From an optimization exercise on the open Yosys and OpenROAD flow, aimed at small area and a short achievable clock period; shortcuts taken in it are not production practice.
The RTL was checked by simulation tests, not by an equivalence proof against the original design.
Power figures rest on the tool's default switching activity, not on a simulated workload.

==> flow/design.v <==
module neuron_mac #(
    parameter int BITS       = 32,
    parameter int NUM_INPUTS = 3,
    parameter int W_BITS     = 16,
    parameter int B_BITS     = 32
) (
    input  logic                     clk,
    input  logic                     rst,
    input  logic                     start,
    input  logic                     in_valid,
    output logic                     in_ready,
    input  logic signed [BITS-1:0]   x_in,
    input  logic                     w_we,
    input  logic [7:0]               w_addr,
    input  logic signed [W_BITS-1:0] w_data,
    input  logic                     bias_we,
    input  logic signed [B_BITS-1:0] bias_data,
    output logic [BITS+24:0]         mult_sum_out,
    output logic [31:0]              counter,
    output logic                     out_valid
);
    localparam int W = 49;
    localparam logic [1:0] IDLE = 2'd0, ACC = 2'd1, BIAS = 2'd2, DONE = 2'd3;
    logic [1:0]    state_q, state_d;
    logic [1:0]    cnt_q;
    logic [15:0]   w0_q, w1_q, w2_q;
    logic [31:0]   bias_q, bias_d;
    logic [W-1:0]  sum_q, init;
    logic [W-1:0]  acc_s;           
    logic [5:0]   acc_cb, cb_d, sum_cb;  
    logic [5:0]   ao;
    logic [6:1]   cin;
    logic [W-1:0]  res;
    logic [W-1:0]  acc_d, tr_a, tr_b;
    logic [31:0]   x_q;
    logic [7:0]    neg_q, one_q, two_q;
    logic          act_q;
    logic [15:0]   wcur;
    logic [16:0]   wx;
    logic [7:0]    neg_d, one_d, two_d;
    logic          idle, go, take;
    logic [32:0]   pp0, pp1, pp2, pp3, pp4, pp5, pp6, pp7;
    assign idle      = state_q == IDLE;
    assign go        = idle & start;
    assign take      = (state_q == ACC) & in_valid;
    assign in_ready  = state_q == ACC;
    assign out_valid = state_q == DONE;
    assign counter   = {30'd0, cnt_q};
    always_comb begin
        state_d = state_q;
        case (state_q)
            IDLE:    if (start) state_d = ACC;
            ACC:     if (in_valid && cnt_q == 2'd2) state_d = BIAS;
            BIAS:    state_d = DONE;
            default: state_d = IDLE;
        endcase
    end
    always_ff @(posedge clk or posedge rst) begin
        if (rst) begin
            state_q <= IDLE;
            cnt_q   <= 2'd0;
        end else begin
            state_q <= state_d;
            if (go)        cnt_q <= 2'd0;
            else if (take) cnt_q <= cnt_q + 2'd1;
        end
    end
    assign bias_d = (idle && bias_we) ? bias_data : bias_q;
    always_ff @(posedge clk or posedge rst) begin
        if (rst) begin
            bias_q <= '0;
            w0_q   <= '0;
            w1_q   <= '0;
            w2_q   <= '0;
        end else begin
            bias_q <= bias_d;
            if (idle && w_we && w_addr == 8'd0) w0_q <= w_data;
            if (idle && w_we && w_addr == 8'd1) w1_q <= w_data;
            if (idle && w_we && w_addr == 8'd2) w2_q <= w_data;
        end
    end
    assign wcur = cnt_q == 2'd0 ? w0_q : cnt_q == 2'd1 ? w1_q : w2_q;
    assign wx   = {wcur, 1'b0};
    always_comb begin
        for (int i = 0; i < 8; i++) begin
            neg_d[i] = take & wx[2*i+2] & ~(wx[2*i+1] & wx[2*i]);
            one_d[i] = take & (wx[2*i+1] ^ wx[2*i]);
            two_d[i] = take & ((wx[2*i+2] & ~wx[2*i+1] & ~wx[2*i]) | (~wx[2*i+2] & wx[2*i+1] & wx[2*i]));
        end
    end
    always_ff @(posedge clk) begin
        x_q   <= x_in;
        neg_q <= neg_d;
        one_q <= one_d;
        two_q <= two_d;
        act_q <= take;
    end
    assign pp0 = {~(((one_q[0] | two_q[0]) & x_q[31]) ^ neg_q[0]) & act_q,
                   (({32{one_q[0]}} & x_q) | ({32{two_q[0]}} & {x_q[30:0], 1'b0})) ^ {32{neg_q[0]}}};
    assign pp1 = {~(((one_q[1] | two_q[1]) & x_q[31]) ^ neg_q[1]) & act_q,
                   (({32{one_q[1]}} & x_q) | ({32{two_q[1]}} & {x_q[30:0], 1'b0})) ^ {32{neg_q[1]}}};
    assign pp2 = {~(((one_q[2] | two_q[2]) & x_q[31]) ^ neg_q[2]) & act_q,
                   (({32{one_q[2]}} & x_q) | ({32{two_q[2]}} & {x_q[30:0], 1'b0})) ^ {32{neg_q[2]}}};
    assign pp3 = {~(((one_q[3] | two_q[3]) & x_q[31]) ^ neg_q[3]) & act_q,
                   (({32{one_q[3]}} & x_q) | ({32{two_q[3]}} & {x_q[30:0], 1'b0})) ^ {32{neg_q[3]}}};
    assign pp4 = {~(((one_q[4] | two_q[4]) & x_q[31]) ^ neg_q[4]) & act_q,
                   (({32{one_q[4]}} & x_q) | ({32{two_q[4]}} & {x_q[30:0], 1'b0})) ^ {32{neg_q[4]}}};
    assign pp5 = {~(((one_q[5] | two_q[5]) & x_q[31]) ^ neg_q[5]) & act_q,
                   (({32{one_q[5]}} & x_q) | ({32{two_q[5]}} & {x_q[30:0], 1'b0})) ^ {32{neg_q[5]}}};
    assign pp6 = {~(((one_q[6] | two_q[6]) & x_q[31]) ^ neg_q[6]) & act_q,
                   (({32{one_q[6]}} & x_q) | ({32{two_q[6]}} & {x_q[30:0], 1'b0})) ^ {32{neg_q[6]}}};
    assign pp7 = {~(((one_q[7] | two_q[7]) & x_q[31]) ^ neg_q[7]) & act_q,
                   (({32{one_q[7]}} & x_q) | ({32{two_q[7]}} & {x_q[30:0], 1'b0})) ^ {32{neg_q[7]}}};
    wire hs0, hc0;
    nm_ha u_ha0 (.a(acc_s[14]), .b(neg_q[7]), .s(hs0), .co(hc0));
    wire hs1, hc1;
    nm_ha u_ha1 (.a(acc_s[15]), .b(pp0[15]), .s(hs1), .co(hc1));
    wire fs0, fc0;
    nm_fa u_fa0 (.a(acc_cb[1]), .b(acc_s[16]), .c(pp0[16]), .s(fs0), .co(fc0));
    wire hs2, hc2;
    nm_ha u_ha2 (.a(acc_s[17]), .b(pp0[17]), .s(hs2), .co(hc2));
    wire hs3, hc3;
    nm_ha u_ha3 (.a(acc_s[18]), .b(pp0[18]), .s(hs3), .co(hc3));
    wire hs4, hc4;
    nm_ha u_ha4 (.a(acc_s[19]), .b(pp0[19]), .s(hs4), .co(hc4));
    wire hs5, hc5;
    nm_ha u_ha5 (.a(acc_s[20]), .b(pp0[20]), .s(hs5), .co(hc5));
    wire hs6, hc6;
    nm_ha u_ha6 (.a(acc_s[21]), .b(pp0[21]), .s(hs6), .co(hc6));
    wire hs7, hc7;
    nm_ha u_ha7 (.a(acc_s[22]), .b(pp0[22]), .s(hs7), .co(hc7));
    wire hs8, hc8;
    nm_ha u_ha8 (.a(acc_s[23]), .b(pp0[23]), .s(hs8), .co(hc8));
    wire fs1, fc1;
    nm_fa u_fa1 (.a(acc_cb[2]), .b(acc_s[24]), .c(pp0[24]), .s(fs1), .co(fc1));
    wire hs9, hc9;
    nm_ha u_ha9 (.a(acc_s[25]), .b(pp0[25]), .s(hs9), .co(hc9));
    wire hs10, hc10;
    nm_ha u_ha10 (.a(acc_s[26]), .b(pp0[26]), .s(hs10), .co(hc10));
    wire hs11, hc11;
    nm_ha u_ha11 (.a(acc_s[27]), .b(pp0[27]), .s(hs11), .co(hc11));
    wire hs12, hc12;
    nm_ha u_ha12 (.a(acc_s[28]), .b(pp0[28]), .s(hs12), .co(hc12));
    wire hs13, hc13;
    nm_ha u_ha13 (.a(acc_s[29]), .b(pp0[29]), .s(hs13), .co(hc13));
    wire hs14, hc14;
    nm_ha u_ha14 (.a(acc_s[30]), .b(pp0[30]), .s(hs14), .co(hc14));
    wire hs15, hc15;
    nm_ha u_ha15 (.a(acc_s[31]), .b(pp0[31]), .s(hs15), .co(hc15));
    wire fs2, fc2;
    nm_fa u_fa2 (.a(acc_cb[3]), .b(acc_s[32]), .c(pp0[32]), .s(fs2), .co(fc2));
    wire fs3, fc3;
    nm_fa u_fa3 (.a(acc_cb[0]), .b(acc_s[8]), .c(neg_q[4]), .s(fs3), .co(fc3));
    wire hs16, hc16;
    nm_ha u_ha16 (.a(acc_s[9]), .b(pp0[9]), .s(hs16), .co(hc16));
    wire fs4, fc4;
    nm_fa u_fa4 (.a(acc_s[10]), .b(neg_q[5]), .c(pp0[10]), .s(fs4), .co(fc4));
    wire hs17, hc17;
    nm_ha u_ha17 (.a(pp1[8]), .b(pp2[6]), .s(hs17), .co(hc17));
    wire fs5, fc5;
    nm_fa u_fa5 (.a(acc_s[11]), .b(pp0[11]), .c(pp1[9]), .s(fs5), .co(fc5));
    wire hs18, hc18;
    nm_ha u_ha18 (.a(pp2[7]), .b(pp3[5]), .s(hs18), .co(hc18));
    wire fs6, fc6;
    nm_fa u_fa6 (.a(acc_s[12]), .b(neg_q[6]), .c(pp0[12]), .s(fs6), .co(fc6));
    wire fs7, fc7;
    nm_fa u_fa7 (.a(pp1[10]), .b(pp2[8]), .c(pp3[6]), .s(fs7), .co(fc7));
    wire hs19, hc19;
    nm_ha u_ha19 (.a(pp4[4]), .b(pp5[2]), .s(hs19), .co(hc19));
    wire fs8, fc8;
    nm_fa u_fa8 (.a(acc_s[13]), .b(pp0[13]), .c(pp1[11]), .s(fs8), .co(fc8));
    wire fs9, fc9;
    nm_fa u_fa9 (.a(pp2[9]), .b(pp3[7]), .c(pp4[5]), .s(fs9), .co(fc9));
    wire hs20, hc20;
    nm_ha u_ha20 (.a(pp5[3]), .b(pp6[1]), .s(hs20), .co(hc20));
    wire fs10, fc10;
    nm_fa u_fa10 (.a(hs0), .b(pp0[14]), .c(pp1[12]), .s(fs10), .co(fc10));
    wire fs11, fc11;
    nm_fa u_fa11 (.a(pp2[10]), .b(pp3[8]), .c(pp4[6]), .s(fs11), .co(fc11));
    wire fs12, fc12;
    nm_fa u_fa12 (.a(pp5[4]), .b(pp6[2]), .c(pp7[0]), .s(fs12), .co(fc12));
    wire fs13, fc13;
    nm_fa u_fa13 (.a(hc0), .b(pp1[13]), .c(pp2[11]), .s(fs13), .co(fc13));
    wire fs14, fc14;
    nm_fa u_fa14 (.a(pp3[9]), .b(pp4[7]), .c(pp5[5]), .s(fs14), .co(fc14));
    wire fs15, fc15;
    nm_fa u_fa15 (.a(pp6[3]), .b(pp7[1]), .c(hs1), .s(fs15), .co(fc15));
    wire fs16, fc16;
    nm_fa u_fa16 (.a(pp1[14]), .b(pp2[12]), .c(pp3[10]), .s(fs16), .co(fc16));
    wire fs17, fc17;
    nm_fa u_fa17 (.a(pp4[8]), .b(pp5[6]), .c(pp6[4]), .s(fs17), .co(fc17));
    wire fs18, fc18;
    nm_fa u_fa18 (.a(pp7[2]), .b(hc1), .c(fs0), .s(fs18), .co(fc18));
    wire fs19, fc19;
    nm_fa u_fa19 (.a(pp1[15]), .b(pp2[13]), .c(pp3[11]), .s(fs19), .co(fc19));
    wire fs20, fc20;
    nm_fa u_fa20 (.a(pp4[9]), .b(pp5[7]), .c(pp6[5]), .s(fs20), .co(fc20));
    wire fs21, fc21;
    nm_fa u_fa21 (.a(pp7[3]), .b(hs2), .c(fc0), .s(fs21), .co(fc21));
    wire fs22, fc22;
    nm_fa u_fa22 (.a(pp1[16]), .b(pp2[14]), .c(pp3[12]), .s(fs22), .co(fc22));
    wire fs23, fc23;
    nm_fa u_fa23 (.a(pp4[10]), .b(pp5[8]), .c(pp6[6]), .s(fs23), .co(fc23));
    wire fs24, fc24;
    nm_fa u_fa24 (.a(pp7[4]), .b(hc2), .c(hs3), .s(fs24), .co(fc24));
    wire fs25, fc25;
    nm_fa u_fa25 (.a(pp1[17]), .b(pp2[15]), .c(pp3[13]), .s(fs25), .co(fc25));
    wire fs26, fc26;
    nm_fa u_fa26 (.a(pp4[11]), .b(pp5[9]), .c(pp6[7]), .s(fs26), .co(fc26));
    wire fs27, fc27;
    nm_fa u_fa27 (.a(pp7[5]), .b(hc3), .c(hs4), .s(fs27), .co(fc27));
    wire fs28, fc28;
    nm_fa u_fa28 (.a(pp1[18]), .b(pp2[16]), .c(pp3[14]), .s(fs28), .co(fc28));
    wire fs29, fc29;
    nm_fa u_fa29 (.a(pp4[12]), .b(pp5[10]), .c(pp6[8]), .s(fs29), .co(fc29));
    wire fs30, fc30;
    nm_fa u_fa30 (.a(pp7[6]), .b(hc4), .c(hs5), .s(fs30), .co(fc30));
    wire fs31, fc31;
    nm_fa u_fa31 (.a(pp1[19]), .b(pp2[17]), .c(pp3[15]), .s(fs31), .co(fc31));
    wire fs32, fc32;
    nm_fa u_fa32 (.a(pp4[13]), .b(pp5[11]), .c(pp6[9]), .s(fs32), .co(fc32));
    wire fs33, fc33;
    nm_fa u_fa33 (.a(pp7[7]), .b(hc5), .c(hs6), .s(fs33), .co(fc33));
    wire fs34, fc34;
    nm_fa u_fa34 (.a(pp1[20]), .b(pp2[18]), .c(pp3[16]), .s(fs34), .co(fc34));
    wire fs35, fc35;
    nm_fa u_fa35 (.a(pp4[14]), .b(pp5[12]), .c(pp6[10]), .s(fs35), .co(fc35));
    wire fs36, fc36;
    nm_fa u_fa36 (.a(pp7[8]), .b(hc6), .c(hs7), .s(fs36), .co(fc36));
    wire fs37, fc37;
    nm_fa u_fa37 (.a(pp1[21]), .b(pp2[19]), .c(pp3[17]), .s(fs37), .co(fc37));
    wire fs38, fc38;
    nm_fa u_fa38 (.a(pp4[15]), .b(pp5[13]), .c(pp6[11]), .s(fs38), .co(fc38));
    wire fs39, fc39;
    nm_fa u_fa39 (.a(pp7[9]), .b(hc7), .c(hs8), .s(fs39), .co(fc39));
    wire fs40, fc40;
    nm_fa u_fa40 (.a(pp1[22]), .b(pp2[20]), .c(pp3[18]), .s(fs40), .co(fc40));
    wire fs41, fc41;
    nm_fa u_fa41 (.a(pp4[16]), .b(pp5[14]), .c(pp6[12]), .s(fs41), .co(fc41));
    wire fs42, fc42;
    nm_fa u_fa42 (.a(pp7[10]), .b(hc8), .c(fs1), .s(fs42), .co(fc42));
    wire fs43, fc43;
    nm_fa u_fa43 (.a(pp1[23]), .b(pp2[21]), .c(pp3[19]), .s(fs43), .co(fc43));
    wire fs44, fc44;
    nm_fa u_fa44 (.a(pp4[17]), .b(pp5[15]), .c(pp6[13]), .s(fs44), .co(fc44));
    wire fs45, fc45;
    nm_fa u_fa45 (.a(pp7[11]), .b(hs9), .c(fc1), .s(fs45), .co(fc45));
    wire fs46, fc46;
    nm_fa u_fa46 (.a(pp1[24]), .b(pp2[22]), .c(pp3[20]), .s(fs46), .co(fc46));
    wire fs47, fc47;
    nm_fa u_fa47 (.a(pp4[18]), .b(pp5[16]), .c(pp6[14]), .s(fs47), .co(fc47));
    wire fs48, fc48;
    nm_fa u_fa48 (.a(pp7[12]), .b(hc9), .c(hs10), .s(fs48), .co(fc48));
    wire fs49, fc49;
    nm_fa u_fa49 (.a(pp1[25]), .b(pp2[23]), .c(pp3[21]), .s(fs49), .co(fc49));
    wire fs50, fc50;
    nm_fa u_fa50 (.a(pp4[19]), .b(pp5[17]), .c(pp6[15]), .s(fs50), .co(fc50));
    wire fs51, fc51;
    nm_fa u_fa51 (.a(pp7[13]), .b(hc10), .c(hs11), .s(fs51), .co(fc51));
    wire fs52, fc52;
    nm_fa u_fa52 (.a(pp1[26]), .b(pp2[24]), .c(pp3[22]), .s(fs52), .co(fc52));
    wire fs53, fc53;
    nm_fa u_fa53 (.a(pp4[20]), .b(pp5[18]), .c(pp6[16]), .s(fs53), .co(fc53));
    wire fs54, fc54;
    nm_fa u_fa54 (.a(pp7[14]), .b(hc11), .c(hs12), .s(fs54), .co(fc54));
    wire fs55, fc55;
    nm_fa u_fa55 (.a(pp1[27]), .b(pp2[25]), .c(pp3[23]), .s(fs55), .co(fc55));
    wire fs56, fc56;
    nm_fa u_fa56 (.a(pp4[21]), .b(pp5[19]), .c(pp6[17]), .s(fs56), .co(fc56));
    wire fs57, fc57;
    nm_fa u_fa57 (.a(pp7[15]), .b(hc12), .c(hs13), .s(fs57), .co(fc57));
    wire fs58, fc58;
    nm_fa u_fa58 (.a(pp1[28]), .b(pp2[26]), .c(pp3[24]), .s(fs58), .co(fc58));
    wire fs59, fc59;
    nm_fa u_fa59 (.a(pp4[22]), .b(pp5[20]), .c(pp6[18]), .s(fs59), .co(fc59));
    wire fs60, fc60;
    nm_fa u_fa60 (.a(pp7[16]), .b(hc13), .c(hs14), .s(fs60), .co(fc60));
    wire fs61, fc61;
    nm_fa u_fa61 (.a(pp1[29]), .b(pp2[27]), .c(pp3[25]), .s(fs61), .co(fc61));
    wire fs62, fc62;
    nm_fa u_fa62 (.a(pp4[23]), .b(pp5[21]), .c(pp6[19]), .s(fs62), .co(fc62));
    wire fs63, fc63;
    nm_fa u_fa63 (.a(pp7[17]), .b(hc14), .c(hs15), .s(fs63), .co(fc63));
    wire fs64, fc64;
    nm_fa u_fa64 (.a(pp1[30]), .b(pp2[28]), .c(pp3[26]), .s(fs64), .co(fc64));
    wire fs65, fc65;
    nm_fa u_fa65 (.a(pp4[24]), .b(pp5[22]), .c(pp6[20]), .s(fs65), .co(fc65));
    wire fs66, fc66;
    nm_fa u_fa66 (.a(pp7[18]), .b(hc15), .c(fs2), .s(fs66), .co(fc66));
    wire fs67, fc67;
    nm_fa u_fa67 (.a(acc_s[33]), .b(pp1[31]), .c(pp2[29]), .s(fs67), .co(fc67));
    wire fs68, fc68;
    nm_fa u_fa68 (.a(pp3[27]), .b(pp4[25]), .c(pp5[23]), .s(fs68), .co(fc68));
    wire fs69, fc69;
    nm_fa u_fa69 (.a(pp6[21]), .b(pp7[19]), .c(fc2), .s(fs69), .co(fc69));
    wire fs70, fc70;
    nm_fa u_fa70 (.a(acc_s[34]), .b(pp1[32]), .c(pp2[30]), .s(fs70), .co(fc70));
    wire fs71, fc71;
    nm_fa u_fa71 (.a(pp3[28]), .b(pp4[26]), .c(pp5[24]), .s(fs71), .co(fc71));
    wire hs21, hc21;
    nm_ha u_ha21 (.a(pp6[22]), .b(pp7[20]), .s(hs21), .co(hc21));
    wire fs72, fc72;
    nm_fa u_fa72 (.a(acc_s[35]), .b(pp2[31]), .c(pp3[29]), .s(fs72), .co(fc72));
    wire fs73, fc73;
    nm_fa u_fa73 (.a(pp4[27]), .b(pp5[25]), .c(pp6[23]), .s(fs73), .co(fc73));
    wire fs74, fc74;
    nm_fa u_fa74 (.a(acc_s[36]), .b(pp2[32]), .c(pp3[30]), .s(fs74), .co(fc74));
    wire hs22, hc22;
    nm_ha u_ha22 (.a(pp4[28]), .b(pp5[26]), .s(hs22), .co(hc22));
    wire fs75, fc75;
    nm_fa u_fa75 (.a(acc_s[37]), .b(pp3[31]), .c(pp4[29]), .s(fs75), .co(fc75));
    wire hs23, hc23;
    nm_ha u_ha23 (.a(acc_s[38]), .b(pp3[32]), .s(hs23), .co(hc23));
    wire hs24, hc24;
    nm_ha u_ha24 (.a(acc_s[4]), .b(neg_q[2]), .s(hs24), .co(hc24));
    wire hs25, hc25;
    nm_ha u_ha25 (.a(acc_s[5]), .b(pp0[5]), .s(hs25), .co(hc25));
    wire fs76, fc76;
    nm_fa u_fa76 (.a(acc_s[6]), .b(neg_q[3]), .c(pp0[6]), .s(fs76), .co(fc76));
    wire hs26, hc26;
    nm_ha u_ha26 (.a(pp1[4]), .b(pp2[2]), .s(hs26), .co(hc26));
    wire fs77, fc77;
    nm_fa u_fa77 (.a(acc_s[7]), .b(pp0[7]), .c(pp1[5]), .s(fs77), .co(fc77));
    wire hs27, hc27;
    nm_ha u_ha27 (.a(pp2[3]), .b(pp3[1]), .s(hs27), .co(hc27));
    wire fs78, fc78;
    nm_fa u_fa78 (.a(fs3), .b(pp0[8]), .c(pp1[6]), .s(fs78), .co(fc78));
    wire fs79, fc79;
    nm_fa u_fa79 (.a(pp2[4]), .b(pp3[2]), .c(pp4[0]), .s(fs79), .co(fc79));
    wire fs80, fc80;
    nm_fa u_fa80 (.a(fc3), .b(pp1[7]), .c(pp2[5]), .s(fs80), .co(fc80));
    wire fs81, fc81;
    nm_fa u_fa81 (.a(pp3[3]), .b(pp4[1]), .c(hs16), .s(fs81), .co(fc81));
    wire fs82, fc82;
    nm_fa u_fa82 (.a(pp3[4]), .b(pp4[2]), .c(pp5[0]), .s(fs82), .co(fc82));
    wire fs83, fc83;
    nm_fa u_fa83 (.a(hc16), .b(hs17), .c(fs4), .s(fs83), .co(fc83));
    wire fs84, fc84;
    nm_fa u_fa84 (.a(pp4[3]), .b(pp5[1]), .c(hc17), .s(fs84), .co(fc84));
    wire fs85, fc85;
    nm_fa u_fa85 (.a(hs18), .b(fc4), .c(fs5), .s(fs85), .co(fc85));
    wire fs86, fc86;
    nm_fa u_fa86 (.a(pp6[0]), .b(hc18), .c(hs19), .s(fs86), .co(fc86));
    wire fs87, fc87;
    nm_fa u_fa87 (.a(fc5), .b(fs6), .c(fs7), .s(fs87), .co(fc87));
    wire fs88, fc88;
    nm_fa u_fa88 (.a(hc19), .b(hs20), .c(fc6), .s(fs88), .co(fc88));
    wire fs89, fc89;
    nm_fa u_fa89 (.a(fc7), .b(fs8), .c(fs9), .s(fs89), .co(fc89));
    wire fs90, fc90;
    nm_fa u_fa90 (.a(hc20), .b(fc8), .c(fc9), .s(fs90), .co(fc90));
    wire fs91, fc91;
    nm_fa u_fa91 (.a(fs10), .b(fs11), .c(fs12), .s(fs91), .co(fc91));
    wire fs92, fc92;
    nm_fa u_fa92 (.a(fc10), .b(fc11), .c(fc12), .s(fs92), .co(fc92));
    wire fs93, fc93;
    nm_fa u_fa93 (.a(fs13), .b(fs14), .c(fs15), .s(fs93), .co(fc93));
    wire fs94, fc94;
    nm_fa u_fa94 (.a(fc13), .b(fc14), .c(fs16), .s(fs94), .co(fc94));
    wire fs95, fc95;
    nm_fa u_fa95 (.a(fs17), .b(fc15), .c(fs18), .s(fs95), .co(fc95));
    wire fs96, fc96;
    nm_fa u_fa96 (.a(fc16), .b(fc17), .c(fs19), .s(fs96), .co(fc96));
    wire fs97, fc97;
    nm_fa u_fa97 (.a(fs20), .b(fc18), .c(fs21), .s(fs97), .co(fc97));
    wire fs98, fc98;
    nm_fa u_fa98 (.a(fc19), .b(fc20), .c(fs22), .s(fs98), .co(fc98));
    wire fs99, fc99;
    nm_fa u_fa99 (.a(fs23), .b(fs24), .c(fc21), .s(fs99), .co(fc99));
    wire fs100, fc100;
    nm_fa u_fa100 (.a(fc22), .b(fc23), .c(fs25), .s(fs100), .co(fc100));
    wire fs101, fc101;
    nm_fa u_fa101 (.a(fs26), .b(fc24), .c(fs27), .s(fs101), .co(fc101));
    wire fs102, fc102;
    nm_fa u_fa102 (.a(fc25), .b(fc26), .c(fs28), .s(fs102), .co(fc102));
    wire fs103, fc103;
    nm_fa u_fa103 (.a(fs29), .b(fc27), .c(fs30), .s(fs103), .co(fc103));
    wire fs104, fc104;
    nm_fa u_fa104 (.a(fc28), .b(fc29), .c(fs31), .s(fs104), .co(fc104));
    wire fs105, fc105;
    nm_fa u_fa105 (.a(fs32), .b(fc30), .c(fs33), .s(fs105), .co(fc105));
    wire fs106, fc106;
    nm_fa u_fa106 (.a(fc31), .b(fc32), .c(fs34), .s(fs106), .co(fc106));
    wire fs107, fc107;
    nm_fa u_fa107 (.a(fs35), .b(fc33), .c(fs36), .s(fs107), .co(fc107));
    wire fs108, fc108;
    nm_fa u_fa108 (.a(fc34), .b(fc35), .c(fs37), .s(fs108), .co(fc108));
    wire fs109, fc109;
    nm_fa u_fa109 (.a(fs38), .b(fc36), .c(fs39), .s(fs109), .co(fc109));
    wire fs110, fc110;
    nm_fa u_fa110 (.a(fc37), .b(fc38), .c(fs40), .s(fs110), .co(fc110));
    wire fs111, fc111;
    nm_fa u_fa111 (.a(fs41), .b(fc39), .c(fs42), .s(fs111), .co(fc111));
    wire fs112, fc112;
    nm_fa u_fa112 (.a(fc40), .b(fc41), .c(fs43), .s(fs112), .co(fc112));
    wire fs113, fc113;
    nm_fa u_fa113 (.a(fs44), .b(fc42), .c(fs45), .s(fs113), .co(fc113));
    wire fs114, fc114;
    nm_fa u_fa114 (.a(fc43), .b(fc44), .c(fs46), .s(fs114), .co(fc114));
    wire fs115, fc115;
    nm_fa u_fa115 (.a(fs47), .b(fs48), .c(fc45), .s(fs115), .co(fc115));
    wire fs116, fc116;
    nm_fa u_fa116 (.a(fc46), .b(fc47), .c(fs49), .s(fs116), .co(fc116));
    wire fs117, fc117;
    nm_fa u_fa117 (.a(fs50), .b(fc48), .c(fs51), .s(fs117), .co(fc117));
    wire fs118, fc118;
    nm_fa u_fa118 (.a(fc49), .b(fc50), .c(fs52), .s(fs118), .co(fc118));
    wire fs119, fc119;
    nm_fa u_fa119 (.a(fs53), .b(fc51), .c(fs54), .s(fs119), .co(fc119));
    wire fs120, fc120;
    nm_fa u_fa120 (.a(fc52), .b(fc53), .c(fs55), .s(fs120), .co(fc120));
    wire fs121, fc121;
    nm_fa u_fa121 (.a(fs56), .b(fc54), .c(fs57), .s(fs121), .co(fc121));
    wire fs122, fc122;
    nm_fa u_fa122 (.a(fc55), .b(fc56), .c(fs58), .s(fs122), .co(fc122));
    wire fs123, fc123;
    nm_fa u_fa123 (.a(fs59), .b(fc57), .c(fs60), .s(fs123), .co(fc123));
    wire fs124, fc124;
    nm_fa u_fa124 (.a(fc58), .b(fc59), .c(fs61), .s(fs124), .co(fc124));
    wire fs125, fc125;
    nm_fa u_fa125 (.a(fs62), .b(fc60), .c(fs63), .s(fs125), .co(fc125));
    wire fs126, fc126;
    nm_fa u_fa126 (.a(fc61), .b(fc62), .c(fs64), .s(fs126), .co(fc126));
    wire fs127, fc127;
    nm_fa u_fa127 (.a(fs65), .b(fc63), .c(fs66), .s(fs127), .co(fc127));
    wire fs128, fc128;
    nm_fa u_fa128 (.a(fc64), .b(fc65), .c(fs67), .s(fs128), .co(fc128));
    wire fs129, fc129;
    nm_fa u_fa129 (.a(fs68), .b(fc66), .c(fs69), .s(fs129), .co(fc129));
    wire fs130, fc130;
    nm_fa u_fa130 (.a(hs21), .b(fc67), .c(fc68), .s(fs130), .co(fc130));
    wire fs131, fc131;
    nm_fa u_fa131 (.a(fs70), .b(fs71), .c(fc69), .s(fs131), .co(fc131));
    wire fs132, fc132;
    nm_fa u_fa132 (.a(pp7[21]), .b(hc21), .c(fc70), .s(fs132), .co(fc132));
    wire fs133, fc133;
    nm_fa u_fa133 (.a(fc71), .b(fs72), .c(fs73), .s(fs133), .co(fc133));
    wire fs134, fc134;
    nm_fa u_fa134 (.a(pp6[24]), .b(pp7[22]), .c(hs22), .s(fs134), .co(fc134));
    wire fs135, fc135;
    nm_fa u_fa135 (.a(fc72), .b(fc73), .c(fs74), .s(fs135), .co(fc135));
    wire fs136, fc136;
    nm_fa u_fa136 (.a(pp5[27]), .b(pp6[25]), .c(pp7[23]), .s(fs136), .co(fc136));
    wire fs137, fc137;
    nm_fa u_fa137 (.a(hc22), .b(fc74), .c(fs75), .s(fs137), .co(fc137));
    wire fs138, fc138;
    nm_fa u_fa138 (.a(pp4[30]), .b(pp5[28]), .c(pp6[26]), .s(fs138), .co(fc138));
    wire fs139, fc139;
    nm_fa u_fa139 (.a(pp7[24]), .b(hs23), .c(fc75), .s(fs139), .co(fc139));
    wire fs140, fc140;
    nm_fa u_fa140 (.a(acc_s[39]), .b(pp4[31]), .c(pp5[29]), .s(fs140), .co(fc140));
    wire fs141, fc141;
    nm_fa u_fa141 (.a(pp6[27]), .b(pp7[25]), .c(hc23), .s(fs141), .co(fc141));
    wire fs142, fc142;
    nm_fa u_fa142 (.a(acc_cb[4]), .b(acc_s[40]), .c(pp4[32]), .s(fs142), .co(fc142));
    wire fs143, fc143;
    nm_fa u_fa143 (.a(pp5[30]), .b(pp6[28]), .c(pp7[26]), .s(fs143), .co(fc143));
    wire fs144, fc144;
    nm_fa u_fa144 (.a(acc_s[41]), .b(pp5[31]), .c(pp6[29]), .s(fs144), .co(fc144));
    wire hs28, hc28;
    nm_ha u_ha28 (.a(acc_s[42]), .b(pp5[32]), .s(hs28), .co(hc28));
    wire hs29, hc29;
    nm_ha u_ha29 (.a(acc_s[2]), .b(neg_q[1]), .s(hs29), .co(hc29));
    wire hs30, hc30;
    nm_ha u_ha30 (.a(acc_s[3]), .b(pp0[3]), .s(hs30), .co(hc30));
    wire fs145, fc145;
    nm_fa u_fa145 (.a(hs24), .b(pp0[4]), .c(pp1[2]), .s(fs145), .co(fc145));
    wire fs146, fc146;
    nm_fa u_fa146 (.a(hc24), .b(pp1[3]), .c(pp2[1]), .s(fs146), .co(fc146));
    wire fs147, fc147;
    nm_fa u_fa147 (.a(pp3[0]), .b(hc25), .c(hs26), .s(fs147), .co(fc147));
    wire fs148, fc148;
    nm_fa u_fa148 (.a(hc26), .b(hs27), .c(fc76), .s(fs148), .co(fc148));
    wire fs149, fc149;
    nm_fa u_fa149 (.a(hc27), .b(fc77), .c(fs78), .s(fs149), .co(fc149));
    wire fs150, fc150;
    nm_fa u_fa150 (.a(fc78), .b(fc79), .c(fs80), .s(fs150), .co(fc150));
    wire fs151, fc151;
    nm_fa u_fa151 (.a(fc80), .b(fs82), .c(fc81), .s(fs151), .co(fc151));
    wire fs152, fc152;
    nm_fa u_fa152 (.a(fc82), .b(fs84), .c(fc83), .s(fs152), .co(fc152));
    wire fs153, fc153;
    nm_fa u_fa153 (.a(fc84), .b(fs86), .c(fc85), .s(fs153), .co(fc153));
    wire fs154, fc154;
    nm_fa u_fa154 (.a(fc86), .b(fc87), .c(fs88), .s(fs154), .co(fc154));
    wire fs155, fc155;
    nm_fa u_fa155 (.a(fc88), .b(fc89), .c(fs90), .s(fs155), .co(fc155));
    wire fs156, fc156;
    nm_fa u_fa156 (.a(fc90), .b(fc91), .c(fs92), .s(fs156), .co(fc156));
    wire fs157, fc157;
    nm_fa u_fa157 (.a(fc92), .b(fs94), .c(fc93), .s(fs157), .co(fc157));
    wire fs158, fc158;
    nm_fa u_fa158 (.a(fc94), .b(fs96), .c(fc95), .s(fs158), .co(fc158));
    wire fs159, fc159;
    nm_fa u_fa159 (.a(fc96), .b(fs98), .c(fs99), .s(fs159), .co(fc159));
    wire fs160, fc160;
    nm_fa u_fa160 (.a(fc98), .b(fs100), .c(fc99), .s(fs160), .co(fc160));
    wire fs161, fc161;
    nm_fa u_fa161 (.a(fc100), .b(fs102), .c(fc101), .s(fs161), .co(fc161));
    wire fs162, fc162;
    nm_fa u_fa162 (.a(fc102), .b(fs104), .c(fc103), .s(fs162), .co(fc162));
    wire fs163, fc163;
    nm_fa u_fa163 (.a(fc104), .b(fs106), .c(fc105), .s(fs163), .co(fc163));
    wire fs164, fc164;
    nm_fa u_fa164 (.a(fc106), .b(fs108), .c(fc107), .s(fs164), .co(fc164));
    wire fs165, fc165;
    nm_fa u_fa165 (.a(fc108), .b(fs110), .c(fc109), .s(fs165), .co(fc165));
    wire fs166, fc166;
    nm_fa u_fa166 (.a(fc110), .b(fs112), .c(fc111), .s(fs166), .co(fc166));
    wire fs167, fc167;
    nm_fa u_fa167 (.a(fc112), .b(fs114), .c(fs115), .s(fs167), .co(fc167));
    wire fs168, fc168;
    nm_fa u_fa168 (.a(fc114), .b(fs116), .c(fc115), .s(fs168), .co(fc168));
    wire fs169, fc169;
    nm_fa u_fa169 (.a(fc116), .b(fs118), .c(fc117), .s(fs169), .co(fc169));
    wire fs170, fc170;
    nm_fa u_fa170 (.a(fc118), .b(fs120), .c(fc119), .s(fs170), .co(fc170));
    wire fs171, fc171;
    nm_fa u_fa171 (.a(fc120), .b(fs122), .c(fc121), .s(fs171), .co(fc171));
    wire fs172, fc172;
    nm_fa u_fa172 (.a(fc122), .b(fs124), .c(fc123), .s(fs172), .co(fc172));
    wire fs173, fc173;
    nm_fa u_fa173 (.a(fc124), .b(fs126), .c(fc125), .s(fs173), .co(fc173));
    wire fs174, fc174;
    nm_fa u_fa174 (.a(fc126), .b(fs128), .c(fc127), .s(fs174), .co(fc174));
    wire fs175, fc175;
    nm_fa u_fa175 (.a(fc128), .b(fs130), .c(fs131), .s(fs175), .co(fc175));
    wire fs176, fc176;
    nm_fa u_fa176 (.a(fc130), .b(fs132), .c(fs133), .s(fs176), .co(fc176));
    wire fs177, fc177;
    nm_fa u_fa177 (.a(fs134), .b(fc132), .c(fc133), .s(fs177), .co(fc177));
    wire fs178, fc178;
    nm_fa u_fa178 (.a(fs136), .b(fc134), .c(fc135), .s(fs178), .co(fc178));
    wire fs179, fc179;
    nm_fa u_fa179 (.a(fc136), .b(fs138), .c(fc137), .s(fs179), .co(fc179));
    wire fs180, fc180;
    nm_fa u_fa180 (.a(fc138), .b(fs140), .c(fs141), .s(fs180), .co(fc180));
    wire fs181, fc181;
    nm_fa u_fa181 (.a(fc140), .b(fs142), .c(fs143), .s(fs181), .co(fc181));
    wire fs182, fc182;
    nm_fa u_fa182 (.a(pp7[27]), .b(fc142), .c(fc143), .s(fs182), .co(fc182));
    wire fs183, fc183;
    nm_fa u_fa183 (.a(pp6[30]), .b(pp7[28]), .c(hs28), .s(fs183), .co(fc183));
    wire fs184, fc184;
    nm_fa u_fa184 (.a(acc_s[43]), .b(pp6[31]), .c(pp7[29]), .s(fs184), .co(fc184));
    wire hs31, hc31;
    nm_ha u_ha31 (.a(acc_s[44]), .b(pp6[32]), .s(hs31), .co(hc31));
    wire hs32, hc32;
    nm_ha u_ha32 (.a(acc_s[0]), .b(neg_q[0]), .s(hs32), .co(hc32));
    wire hs33, hc33;
    nm_ha u_ha33 (.a(acc_s[1]), .b(pp0[1]), .s(hs33), .co(hc33));
    wire fs185, fc185;
    nm_fa u_fa185 (.a(hs29), .b(pp0[2]), .c(pp1[0]), .s(fs185), .co(fc185));
    wire fs186, fc186;
    nm_fa u_fa186 (.a(hc29), .b(pp1[1]), .c(hs30), .s(fs186), .co(fc186));
    wire fs187, fc187;
    nm_fa u_fa187 (.a(pp2[0]), .b(hc30), .c(fs145), .s(fs187), .co(fc187));
    wire fs188, fc188;
    nm_fa u_fa188 (.a(hs25), .b(fc145), .c(fs146), .s(fs188), .co(fc188));
    wire fs189, fc189;
    nm_fa u_fa189 (.a(fc146), .b(fs76), .c(fs147), .s(fs189), .co(fc189));
    wire fs190, fc190;
    nm_fa u_fa190 (.a(fs77), .b(fc147), .c(fs148), .s(fs190), .co(fc190));
    wire fs191, fc191;
    nm_fa u_fa191 (.a(fs79), .b(fc148), .c(fs149), .s(fs191), .co(fc191));
    wire fs192, fc192;
    nm_fa u_fa192 (.a(fs81), .b(fc149), .c(fs150), .s(fs192), .co(fc192));
    wire fs193, fc193;
    nm_fa u_fa193 (.a(fc150), .b(fs83), .c(fs151), .s(fs193), .co(fc193));
    wire fs194, fc194;
    nm_fa u_fa194 (.a(fs85), .b(fc151), .c(fs152), .s(fs194), .co(fc194));
    wire fs195, fc195;
    nm_fa u_fa195 (.a(fs87), .b(fc152), .c(fs153), .s(fs195), .co(fc195));
    wire fs196, fc196;
    nm_fa u_fa196 (.a(fs89), .b(fc153), .c(fs154), .s(fs196), .co(fc196));
    wire fs197, fc197;
    nm_fa u_fa197 (.a(fs91), .b(fc154), .c(fs155), .s(fs197), .co(fc197));
    wire fs198, fc198;
    nm_fa u_fa198 (.a(fs93), .b(fc155), .c(fs156), .s(fs198), .co(fc198));
    wire fs199, fc199;
    nm_fa u_fa199 (.a(fc156), .b(fs95), .c(fs157), .s(fs199), .co(fc199));
    wire fs200, fc200;
    nm_fa u_fa200 (.a(fs97), .b(fc157), .c(fs158), .s(fs200), .co(fc200));
    wire fs201, fc201;
    nm_fa u_fa201 (.a(fc97), .b(fs159), .c(fc158), .s(fs201), .co(fc201));
    wire fs202, fc202;
    nm_fa u_fa202 (.a(fs101), .b(fc159), .c(fs160), .s(fs202), .co(fc202));
    wire fs203, fc203;
    nm_fa u_fa203 (.a(fs103), .b(fc160), .c(fs161), .s(fs203), .co(fc203));
    wire fs204, fc204;
    nm_fa u_fa204 (.a(fs105), .b(fc161), .c(fs162), .s(fs204), .co(fc204));
    wire fs205, fc205;
    nm_fa u_fa205 (.a(fs107), .b(fc162), .c(fs163), .s(fs205), .co(fc205));
    wire fs206, fc206;
    nm_fa u_fa206 (.a(fs109), .b(fc163), .c(fs164), .s(fs206), .co(fc206));
    wire fs207, fc207;
    nm_fa u_fa207 (.a(fs111), .b(fc164), .c(fs165), .s(fs207), .co(fc207));
    wire fs208, fc208;
    nm_fa u_fa208 (.a(fs113), .b(fc165), .c(fs166), .s(fs208), .co(fc208));
    wire fs209, fc209;
    nm_fa u_fa209 (.a(fc113), .b(fs167), .c(fc166), .s(fs209), .co(fc209));
    wire fs210, fc210;
    nm_fa u_fa210 (.a(fs117), .b(fc167), .c(fs168), .s(fs210), .co(fc210));
    wire fs211, fc211;
    nm_fa u_fa211 (.a(fs119), .b(fc168), .c(fs169), .s(fs211), .co(fc211));
    wire fs212, fc212;
    nm_fa u_fa212 (.a(fs121), .b(fc169), .c(fs170), .s(fs212), .co(fc212));
    wire fs213, fc213;
    nm_fa u_fa213 (.a(fs123), .b(fc170), .c(fs171), .s(fs213), .co(fc213));
    wire fs214, fc214;
    nm_fa u_fa214 (.a(fs125), .b(fc171), .c(fs172), .s(fs214), .co(fc214));
    wire fs215, fc215;
    nm_fa u_fa215 (.a(fs127), .b(fc172), .c(fs173), .s(fs215), .co(fc215));
    wire fs216, fc216;
    nm_fa u_fa216 (.a(fs129), .b(fc173), .c(fs174), .s(fs216), .co(fc216));
    wire fs217, fc217;
    nm_fa u_fa217 (.a(fc129), .b(fs175), .c(fc174), .s(fs217), .co(fc217));
    wire fs218, fc218;
    nm_fa u_fa218 (.a(fc131), .b(fs176), .c(fc175), .s(fs218), .co(fc218));
    wire fs219, fc219;
    nm_fa u_fa219 (.a(fs135), .b(fs177), .c(fc176), .s(fs219), .co(fc219));
    wire fs220, fc220;
    nm_fa u_fa220 (.a(fs137), .b(fc177), .c(fs178), .s(fs220), .co(fc220));
    wire fs221, fc221;
    nm_fa u_fa221 (.a(fs139), .b(fc178), .c(fs179), .s(fs221), .co(fc221));
    wire fs222, fc222;
    nm_fa u_fa222 (.a(fc139), .b(fs180), .c(fc179), .s(fs222), .co(fc222));
    wire fs223, fc223;
    nm_fa u_fa223 (.a(fc141), .b(fs181), .c(fc180), .s(fs223), .co(fc223));
    wire fs224, fc224;
    nm_fa u_fa224 (.a(fs144), .b(fc181), .c(fs182), .s(fs224), .co(fc224));
    wire fs225, fc225;
    nm_fa u_fa225 (.a(fc144), .b(fs183), .c(fc182), .s(fs225), .co(fc225));
    wire fs226, fc226;
    nm_fa u_fa226 (.a(hc28), .b(fs184), .c(fc183), .s(fs226), .co(fc226));
    wire fs227, fc227;
    nm_fa u_fa227 (.a(pp7[30]), .b(hs31), .c(fc184), .s(fs227), .co(fc227));
    wire fs228, fc228;
    nm_fa u_fa228 (.a(acc_s[45]), .b(pp7[31]), .c(hc31), .s(fs228), .co(fc228));
    wire hs34, hc34;
    nm_ha u_ha34 (.a(acc_s[46]), .b(pp7[32]), .s(hs34), .co(hc34));
    assign tr_a = {acc_cb[5], acc_s[47], hs34, fs228, fs227, fs226, fs225, fs224, fs223, fc221, fc220, fc219, fs219, fs218, fc216, fc215, fc214, fc213, fc212, fc211, fc210, fs210, fc208, fc207, fc206, fc205, fc204, fc203, fc202, fs202, fc200, fc199, fc198, fc197, fc196, fc195, fc194, fc193, fc192, fc191, fc190, fc189, fc188, fc187, fc186, fc185, hc33, hc32, hs32};
    assign tr_b = {acc_s[48], hc34, fc228, fc227, fc226, fc225, fc224, fc223, fc222, fs222, fs221, fs220, fc218, fc217, fs217, fs216, fs215, fs214, fs213, fs212, fs211, fc209, fs209, fs208, fs207, fs206, fs205, fs204, fs203, fc201, fs201, fs200, fs199, fs198, fs197, fs196, fs195, fs194, fs193, fs192, fs191, fs190, fs189, fs188, fs187, fs186, fs185, hs33, pp0[0]};
    assign init = {1'b1, 1'b0, 1'b0, 1'b0, 1'b0, 1'b0, 1'b0, 1'b0, 1'b0, 1'b0, 1'b0, 1'b0, 1'b0, 1'b0, 1'b0, 1'b0, ~bias_d[31], bias_d};
    always_ff @(posedge clk) begin
        if (go) begin
            acc_s  <= init;
            acc_cb <= '0;
        end else begin
            acc_s  <= acc_d;
            acc_cb <= cb_d;
        end
    end
    nm_add8c u_add0 (.a(tr_a[7:0]), .b(tr_b[7:0]), .s(acc_d[7:0]), .co(cb_d[0]));
    nm_add8c u_add1 (.a(tr_a[15:8]), .b(tr_b[15:8]), .s(acc_d[15:8]), .co(cb_d[1]));
    nm_add8c u_add2 (.a(tr_a[23:16]), .b(tr_b[23:16]), .s(acc_d[23:16]), .co(cb_d[2]));
    nm_add8c u_add3 (.a(tr_a[31:24]), .b(tr_b[31:24]), .s(acc_d[31:24]), .co(cb_d[3]));
    nm_add8c u_add4 (.a(tr_a[39:32]), .b(tr_b[39:32]), .s(acc_d[39:32]), .co(cb_d[4]));
    nm_add8c u_add5 (.a(tr_a[47:40]), .b(tr_b[47:40]), .s(acc_d[47:40]), .co(cb_d[5]));
    nm_add1 u_add6 (.a(tr_a[48:48]), .b(tr_b[48:48]), .s(acc_d[48:48]));
    always_ff @(posedge clk or posedge rst) begin
        if (rst) begin
            sum_q  <= '0;
            sum_cb <= '0;
        end else if (state_q == BIAS) begin
            sum_q  <= acc_d;
            sum_cb <= cb_d;
        end
    end
    assign ao[0] = &sum_q[7:0];
    assign ao[1] = &sum_q[15:8];
    assign ao[2] = &sum_q[23:16];
    assign ao[3] = &sum_q[31:24];
    assign ao[4] = &sum_q[39:32];
    assign ao[5] = &sum_q[47:40];
    assign cin[1] = (sum_cb[0]);
    assign cin[2] = (sum_cb[0] & ao[1]) | (sum_cb[1]);
    assign cin[3] = (sum_cb[0] & ao[1] & ao[2]) | (sum_cb[1] & ao[2]) | (sum_cb[2]);
    assign cin[4] = (sum_cb[0] & ao[1] & ao[2] & ao[3]) | (sum_cb[1] & ao[2] & ao[3]) | (sum_cb[2] & ao[3]) | (sum_cb[3]);
    assign cin[5] = (sum_cb[0] & ao[1] & ao[2] & ao[3] & ao[4]) | (sum_cb[1] & ao[2] & ao[3] & ao[4]) | (sum_cb[2] & ao[3] & ao[4]) | (sum_cb[3] & ao[4]) | (sum_cb[4]);
    assign cin[6] = (sum_cb[0] & ao[1] & ao[2] & ao[3] & ao[4] & ao[5]) | (sum_cb[1] & ao[2] & ao[3] & ao[4] & ao[5]) | (sum_cb[2] & ao[3] & ao[4] & ao[5]) | (sum_cb[3] & ao[4] & ao[5]) | (sum_cb[4] & ao[5]) | (sum_cb[5]);
    assign res[0] = sum_q[0];
    assign res[1] = sum_q[1];
    assign res[2] = sum_q[2];
    assign res[3] = sum_q[3];
    assign res[4] = sum_q[4];
    assign res[5] = sum_q[5];
    assign res[6] = sum_q[6];
    assign res[7] = sum_q[7];
    assign res[8] = sum_q[8] ^ cin[1];
    assign res[9] = sum_q[9] ^ (cin[1] & (&sum_q[8:8]));
    assign res[10] = sum_q[10] ^ (cin[1] & (&sum_q[9:8]));
    assign res[11] = sum_q[11] ^ (cin[1] & (&sum_q[10:8]));
    assign res[12] = sum_q[12] ^ (cin[1] & (&sum_q[11:8]));
    assign res[13] = sum_q[13] ^ (cin[1] & (&sum_q[12:8]));
    assign res[14] = sum_q[14] ^ (cin[1] & (&sum_q[13:8]));
    assign res[15] = sum_q[15] ^ (cin[1] & (&sum_q[14:8]));
    assign res[16] = sum_q[16] ^ cin[2];
    assign res[17] = sum_q[17] ^ (cin[2] & (&sum_q[16:16]));
    assign res[18] = sum_q[18] ^ (cin[2] & (&sum_q[17:16]));
    assign res[19] = sum_q[19] ^ (cin[2] & (&sum_q[18:16]));
    assign res[20] = sum_q[20] ^ (cin[2] & (&sum_q[19:16]));
    assign res[21] = sum_q[21] ^ (cin[2] & (&sum_q[20:16]));
    assign res[22] = sum_q[22] ^ (cin[2] & (&sum_q[21:16]));
    assign res[23] = sum_q[23] ^ (cin[2] & (&sum_q[22:16]));
    assign res[24] = sum_q[24] ^ cin[3];
    assign res[25] = sum_q[25] ^ (cin[3] & (&sum_q[24:24]));
    assign res[26] = sum_q[26] ^ (cin[3] & (&sum_q[25:24]));
    assign res[27] = sum_q[27] ^ (cin[3] & (&sum_q[26:24]));
    assign res[28] = sum_q[28] ^ (cin[3] & (&sum_q[27:24]));
    assign res[29] = sum_q[29] ^ (cin[3] & (&sum_q[28:24]));
    assign res[30] = sum_q[30] ^ (cin[3] & (&sum_q[29:24]));
    assign res[31] = sum_q[31] ^ (cin[3] & (&sum_q[30:24]));
    assign res[32] = sum_q[32] ^ cin[4];
    assign res[33] = sum_q[33] ^ (cin[4] & (&sum_q[32:32]));
    assign res[34] = sum_q[34] ^ (cin[4] & (&sum_q[33:32]));
    assign res[35] = sum_q[35] ^ (cin[4] & (&sum_q[34:32]));
    assign res[36] = sum_q[36] ^ (cin[4] & (&sum_q[35:32]));
    assign res[37] = sum_q[37] ^ (cin[4] & (&sum_q[36:32]));
    assign res[38] = sum_q[38] ^ (cin[4] & (&sum_q[37:32]));
    assign res[39] = sum_q[39] ^ (cin[4] & (&sum_q[38:32]));
    assign res[40] = sum_q[40] ^ cin[5];
    assign res[41] = sum_q[41] ^ (cin[5] & (&sum_q[40:40]));
    assign res[42] = sum_q[42] ^ (cin[5] & (&sum_q[41:40]));
    assign res[43] = sum_q[43] ^ (cin[5] & (&sum_q[42:40]));
    assign res[44] = sum_q[44] ^ (cin[5] & (&sum_q[43:40]));
    assign res[45] = sum_q[45] ^ (cin[5] & (&sum_q[44:40]));
    assign res[46] = sum_q[46] ^ (cin[5] & (&sum_q[45:40]));
    assign res[47] = sum_q[47] ^ (cin[5] & (&sum_q[46:40]));
    assign res[48] = sum_q[48] ^ cin[6];
    assign mult_sum_out = {{(57-W){res[W-1]}}, res};
endmodule
module nm_fa (input logic a, input logic b, input logic c, output logic s, output logic co);
    assign s  = a ^ b ^ c;
    assign co = (a & b) | (a & c) | (b & c);
endmodule
module nm_ha (input logic a, input logic b, output logic s, output logic co);
    assign s  = a ^ b;
    assign co = a & b;
endmodule
module nm_add1 (input logic [0:0] a, input logic [0:0] b, output logic [0:0] s);
    assign s = a ^ b;
endmodule
module nm_add8c (input logic [7:0] a, input logic [7:0] b, output logic [7:0] s, output logic co);
    logic [7:0] g0, p0;
    assign g0 = a & b;
    assign p0 = a ^ b;
    wire g1_1 = g0[1] | (p0[1] & g0[0]);
    wire p1_1 = p0[1] & p0[0];
    wire g1_3 = g0[3] | (p0[3] & g0[2]);
    wire p1_3 = p0[3] & p0[2];
    wire g1_5 = g0[5] | (p0[5] & g0[4]);
    wire p1_5 = p0[5] & p0[4];
    wire g1_7 = g0[7] | (p0[7] & g0[6]);
    wire p1_7 = p0[7] & p0[6];
    wire g2_2 = g0[2] | (p0[2] & g1_1);
    wire p2_2 = p0[2] & p1_1;
    wire g2_3 = g1_3 | (p1_3 & g1_1);
    wire p2_3 = p1_3 & p1_1;
    wire g2_6 = g0[6] | (p0[6] & g1_5);
    wire p2_6 = p0[6] & p1_5;
    wire g2_7 = g1_7 | (p1_7 & g1_5);
    wire p2_7 = p1_7 & p1_5;
    wire g3_4 = g0[4] | (p0[4] & g2_3);
    wire p3_4 = p0[4] & p2_3;
    wire g3_5 = g1_5 | (p1_5 & g2_3);
    wire p3_5 = p1_5 & p2_3;
    wire g3_6 = g2_6 | (p2_6 & g2_3);
    wire p3_6 = p2_6 & p2_3;
    wire g3_7 = g2_7 | (p2_7 & g2_3);
    wire p3_7 = p2_7 & p2_3;
    assign s[0] = p0[0];
    assign s[1] = p0[1] ^ g0[0];
    assign s[2] = p0[2] ^ g1_1;
    assign s[3] = p0[3] ^ g2_2;
    assign s[4] = p0[4] ^ g2_3;
    assign s[5] = p0[5] ^ g3_4;
    assign s[6] = p0[6] ^ g3_5;
    assign s[7] = p0[7] ^ g3_6;
    assign co = g3_7;
endmodule
==> flow/flow/run.sh <==
#!/bin/bash
set -euo pipefail
MARGIN=7
TNS=10
bash standard.sh SETUP_SLACK_MARGIN=$MARGIN TNS_END_PERCENT=$TNS finish > make_finish.log 2>&1
==> flow/standard.sh <==
#!/bin/bash
# synth_recipe.tcl (not shown) runs the flow's synth.tcl, then flattens the netlist and writes it again
# the make line also repeats each setting of config.mk as NAME=value (left out here)
make -C /OpenROAD-flow-scripts/flow DESIGN_CONFIG=/design/flow/config.mk WORK_HOME=/design/flow/orfs CLKGATE_MAP_FILE= SYNTH_SCRIPT=/design/flow/synth_recipe.tcl "${@:-finish}"
==> flow/config.mk <==
export PLATFORM = sky130hd
export DESIGN_NAME = neuron_mac
export DESIGN_NICKNAME = neuron_mac
export VERILOG_FILES = /design/flow/design.v
export SDC_FILE = /design/flow/constraint.sdc
export NUM_CORES = 4
export LEC_CHECK = 0
export CAP_MARGIN = 20
export CORE_MARGIN = 2
export CORE_UTILIZATION = 45
export SLEW_MARGIN = 20
export SYNTH_HIERARCHICAL = 1
==> flow/constraint.sdc <==
create_clock -name core_clock -period 11.0 [get_ports {clk}]
set_input_delay 2.2000 -clock core_clock [delete_from_list [all_inputs] [get_ports {clk}]]
set_output_delay 2.2000 -clock core_clock [all_outputs]
set_load 0.01 [all_outputs]
==> reports/qor.yml <==
run_status: "no timing/DRC/antenna violations"
rsz0062_at_grt: "yes"
hp-start: "bias_q[18]"
dr_total_vias: 15200
total_power_mw: 4.41
worstPathRequired_ns: 11.47
syn_area_mm2: 0.0216
max_freq_mhz: 203
synth-seq-cells: 251
post-place-ws_ns: 5.66
slew_violations: 0
antenna_left: 0
globalRoute.totalOverflow: 0
cts_tree: "yes"
synth_compound_area_frac: 0.122
synth-simple-area-share: 0.0636
antenna_found_initial: 0
skew_ns: 0.0257
power.density_mw_per_mm2: 175
worst_slack_ns: 6.07
n_antenna_cell: 0
insertion_delay_ns: 0.59
grt_start_max_net_pins: 75
fin_crit_sh: 0.448
track_usage: 0.243
portBuffers: 154
ios: 185
fin_setup_tns_ns: 0
htreeDepth: 1
ctsHoldBuffers: 0
drv_cap: 0
setup_viol: 0
avgSynthCellArea_um2: 11.0
multi_input_area_mm2: 0.0149
synth_enable_flop_cells: 0
fin_cells: 2662
final-hold-violation-count: 0
cts_root_buf: "clkbuf_16"
crit_start: "x_q[22]"
dpl_cell_area_mm2: 0.0232
clock-sinks: 251
nets: 2460
holdWs_ns: 0.497
dpl.cell_count: 2570
grt_pass1_vias: 16600
nFillCells: 4182
die_h_um: 223
ys_warn_count: 7
die_w_um: 223
synth_top_family_by_area: "adder cells"
hold_path.class: "reg2reg"
die-area_mm2: 0.0498
start_util: 0.454
syn_to_final_growth_pct: 16.5
vias_per_cell: 5.72
synth.area.mux_share: 0.0785
cp-start-kind: "register"
gp_congestion: 0.831
drt_iter0_markers: 1274
clk_pin_slew_ns: 0.06
first_pass_iters: 6
core_mm2: 0.0475
worstPathArrival_ns: 5.40
dp_hpwl_mm: 39.9
yosysSeqAreaShare: 0.265
cp-end-kind: "register"
fin_util: 0.529
fin_crit_ns: 4.93
yosys.area_share.adder: 0.285
ir_worst_vdd_mv: 0.127
path_max_fanout: 16
syn_inst: 1968
grt_pass1_wl_mm: 94.0
worst_pin_slew_ns: 0.987
final_area_mm2: 0.0252
relSlewSlack: 0.342
rows: 80
synth.distinct_cells: 56
async_flop_share: 0.554
drive_gt1_frac: 0.189
reg2reg_from: "x_q[22]"
p_leak_nw: 10.9
clk_path_buf_depth: 3
wl_per_cell_um: 22.7
crit_type: "reg2reg"
seqCellArea_mm2: 0.00583
synth-xor-area-share: 0.130
wirelength_mm: 60.5
drc: 0
cts_buffers: 30
synth_ff_type: "dfrtp_1"
-- modules after synthesis, one instance, submodules excluded --
module / cells / cell area [um^2]
nm_ha: 1 / 12.5
nm_fa: 1 / 20.0
neuron_mac: 1505 / 14800
nm_add1: 1 / 8.76
nm_add8c: 33 / 300
-- registers in the layout, indices dropped and copies added, names as in the netlist --
signal / count
one_q: 8
cnt_q: 2
acc_cb: 6
neg_q: 8
x_q: 32
sum_q: 49
act_q: 1
w2_q: 16
bias_q: 32
state_q: 2
sum_cb: 6
w1_q: 16
acc_s: 49
w0_q: 16
two_q: 8
-- placed cells by master (no fill, tap or decap), types with 11 or more instances in the layout --
cell,Yosys,layout
dfxtp_1,112,65
o21a_1,12,12
nor2_1,13,12
o21ai_0,25,24
fa_1,247,236
nand3_1,14,13
nor3_1,16,13
xnor2_1,288,285
xor2_1,32,32
fa_2,0,11
dfrtp_1,139,139
and2_1,33,33
conb_1,1,30
a21oi_1,24,23
clkbuf_16,0,35
dfxtp_4,0,21
or3_1,11,11
clkdlybuf4s50_1,0,122
ha_1,96,92
buf_6,2,20
buf_2,4,11
inv_1,46,45
mux2_2,123,123
a22oi_1,248,243
buf_4,46,29
nand2_1,148,145
dfxtp_2,0,26
mux2i_1,16,16
a21o_1,12,12
-- critical path, cell delays in order, from the launching register on --
cell	delay [ns]
dfxtp_1	0.30
buf_4	0.25
a22oi_1	0.15
xnor2_1	0.28
ha_1	0.30
fa_1	0.39
fa_1	0.42
fa_1	0.51
fa_1	0.42
ha_1	0.21
fa_2	0.39
a21o_1	0.19
a21o_1	0.18
fa_1	0.37
xor2_1	0.18
mux2_2	0.26
-- timing repair --
item | 4_1_cts | 5_1_grt
setup buffers | 21 | 9
hold endpoints to repair | 0 | 0
gates cloned | 3 | 3
pin swaps | 18 | 16
resized for setup | 194 | 54
setup endpoints to repair | 141 | 143
-- synth_stat cells (all sizes together) (6+ instances only) --
library cell	n	area, um^2
and2	34	214
mux2	133	1540
or3	11	68.8
and3	13	83.8
o21a	12	90.1
dfxtp	112	2240
xnor2	288	2520
ha	96	1200
dfrtp	139	3480
nand2b	7	43.8
o221ai	6	52.6
buf	82	500
o211ai	6	75.1
a211oi	6	45.0
clkbuf	144	541
a21oi	25	136
fa	247	4940
nor2	13	48.8
xor2	32	280
nor3	17	90.1
mux2i	16	160
or3b	7	61.3
a22oi	248	1860
inv	47	179
o21ai	27	146
nand3	14	70.1
a21o	12	90.1
o2111a	6	67.6
nand2	148	556
-- worst paths after layout --
kind | end | slack [ns] | cells past startpoint
max in group asynchronous | bias_q[29] | 7.77 | 3
setup / recovery | sum_q[29] | 6.07 | 15
hold / removal | bias_q[18] | 0.50 | 1
min in group asynchronous | bias_q[11] | 1.95 | 2
setup reg to reg | sum_q[29] | 6.07 | 15
hold reg to reg | bias_q[18] | 0.50 | 1
-- layout make-up --
cell class                      count  area share
Multi-Input combinational cell   1473       0.594
Sequential cell                   251       0.232
Timing Repair Buffer              220      0.0954
Clock buffer                       41      0.0343
Tap cell                          615      0.0306
Inverter                           47     0.00726
Clock inverter                     15     0.00671
-- where the power goes --
group	switching, mW	total (mW)	internal [mW]
Combinational	1.01	2.01	0.993
Sequential	0.206	1.38	1.18
Clock	0.417	1.02	0.599
Total	1.64	4.41	2.77
-- kinds of logic after synthesis --
group	after synthesis
compound gates	353
fa+ha+maj	343
xor+xnor	320
simple gates	278
buf+inv	273
flops	251
mux	149
other cells	1
-- layer usage --
| metal | share of wire | global-route usage | wire length, um | up-vias |
|---|---|---|---|---|
| met1 | 0.40 | 0.308 | 24300 | 7733 |
| met5 | 0 | 0 | 0 | - |
| met4 | 0.032 | 0.0875 | 1920 | 0 |
| met2 | 0.49 | 0.414 | 29700 | 605 |
| met3 | 0.076 | 0.0471 | 4580 | 128 |
| li1 | - | - | - | 6758 |

==> separate check: timing with driven ports <==
The results above use ideal ports. As a check the final layout listed here was re-extracted and re-timed, cells and wires unchanged.
Step 1 (the two cells are an assumption about what drives the block):
set clk [get_ports {clk}]
set_driving_cell -lib_cell sky130_fd_sc_hd__clkbuf_16 $clk
set_driving_cell -lib_cell sky130_fd_sc_hd__buf_2 [delete_from_list [all_inputs] $clk]
Step 2, shift: input delay + t, output delay - t, t = (earliest + latest rising clock arrival at the registers) / 2. This alone moves slack from input paths to output paths.
a / b / c = ideal ports / drivers / drivers and shift; a / b = the first two.
t, ns: 0.637
slack for setup (ns): 6.072 / 6.061 / 6.072
worst setup path after step 2: register to register
worst data-port slew with drivers (ns): 0.08
After both steps this run still meets setup and hold. The setup slack of this run moves by -0.011 ns with the drivers and by 0.000 ns with both steps.
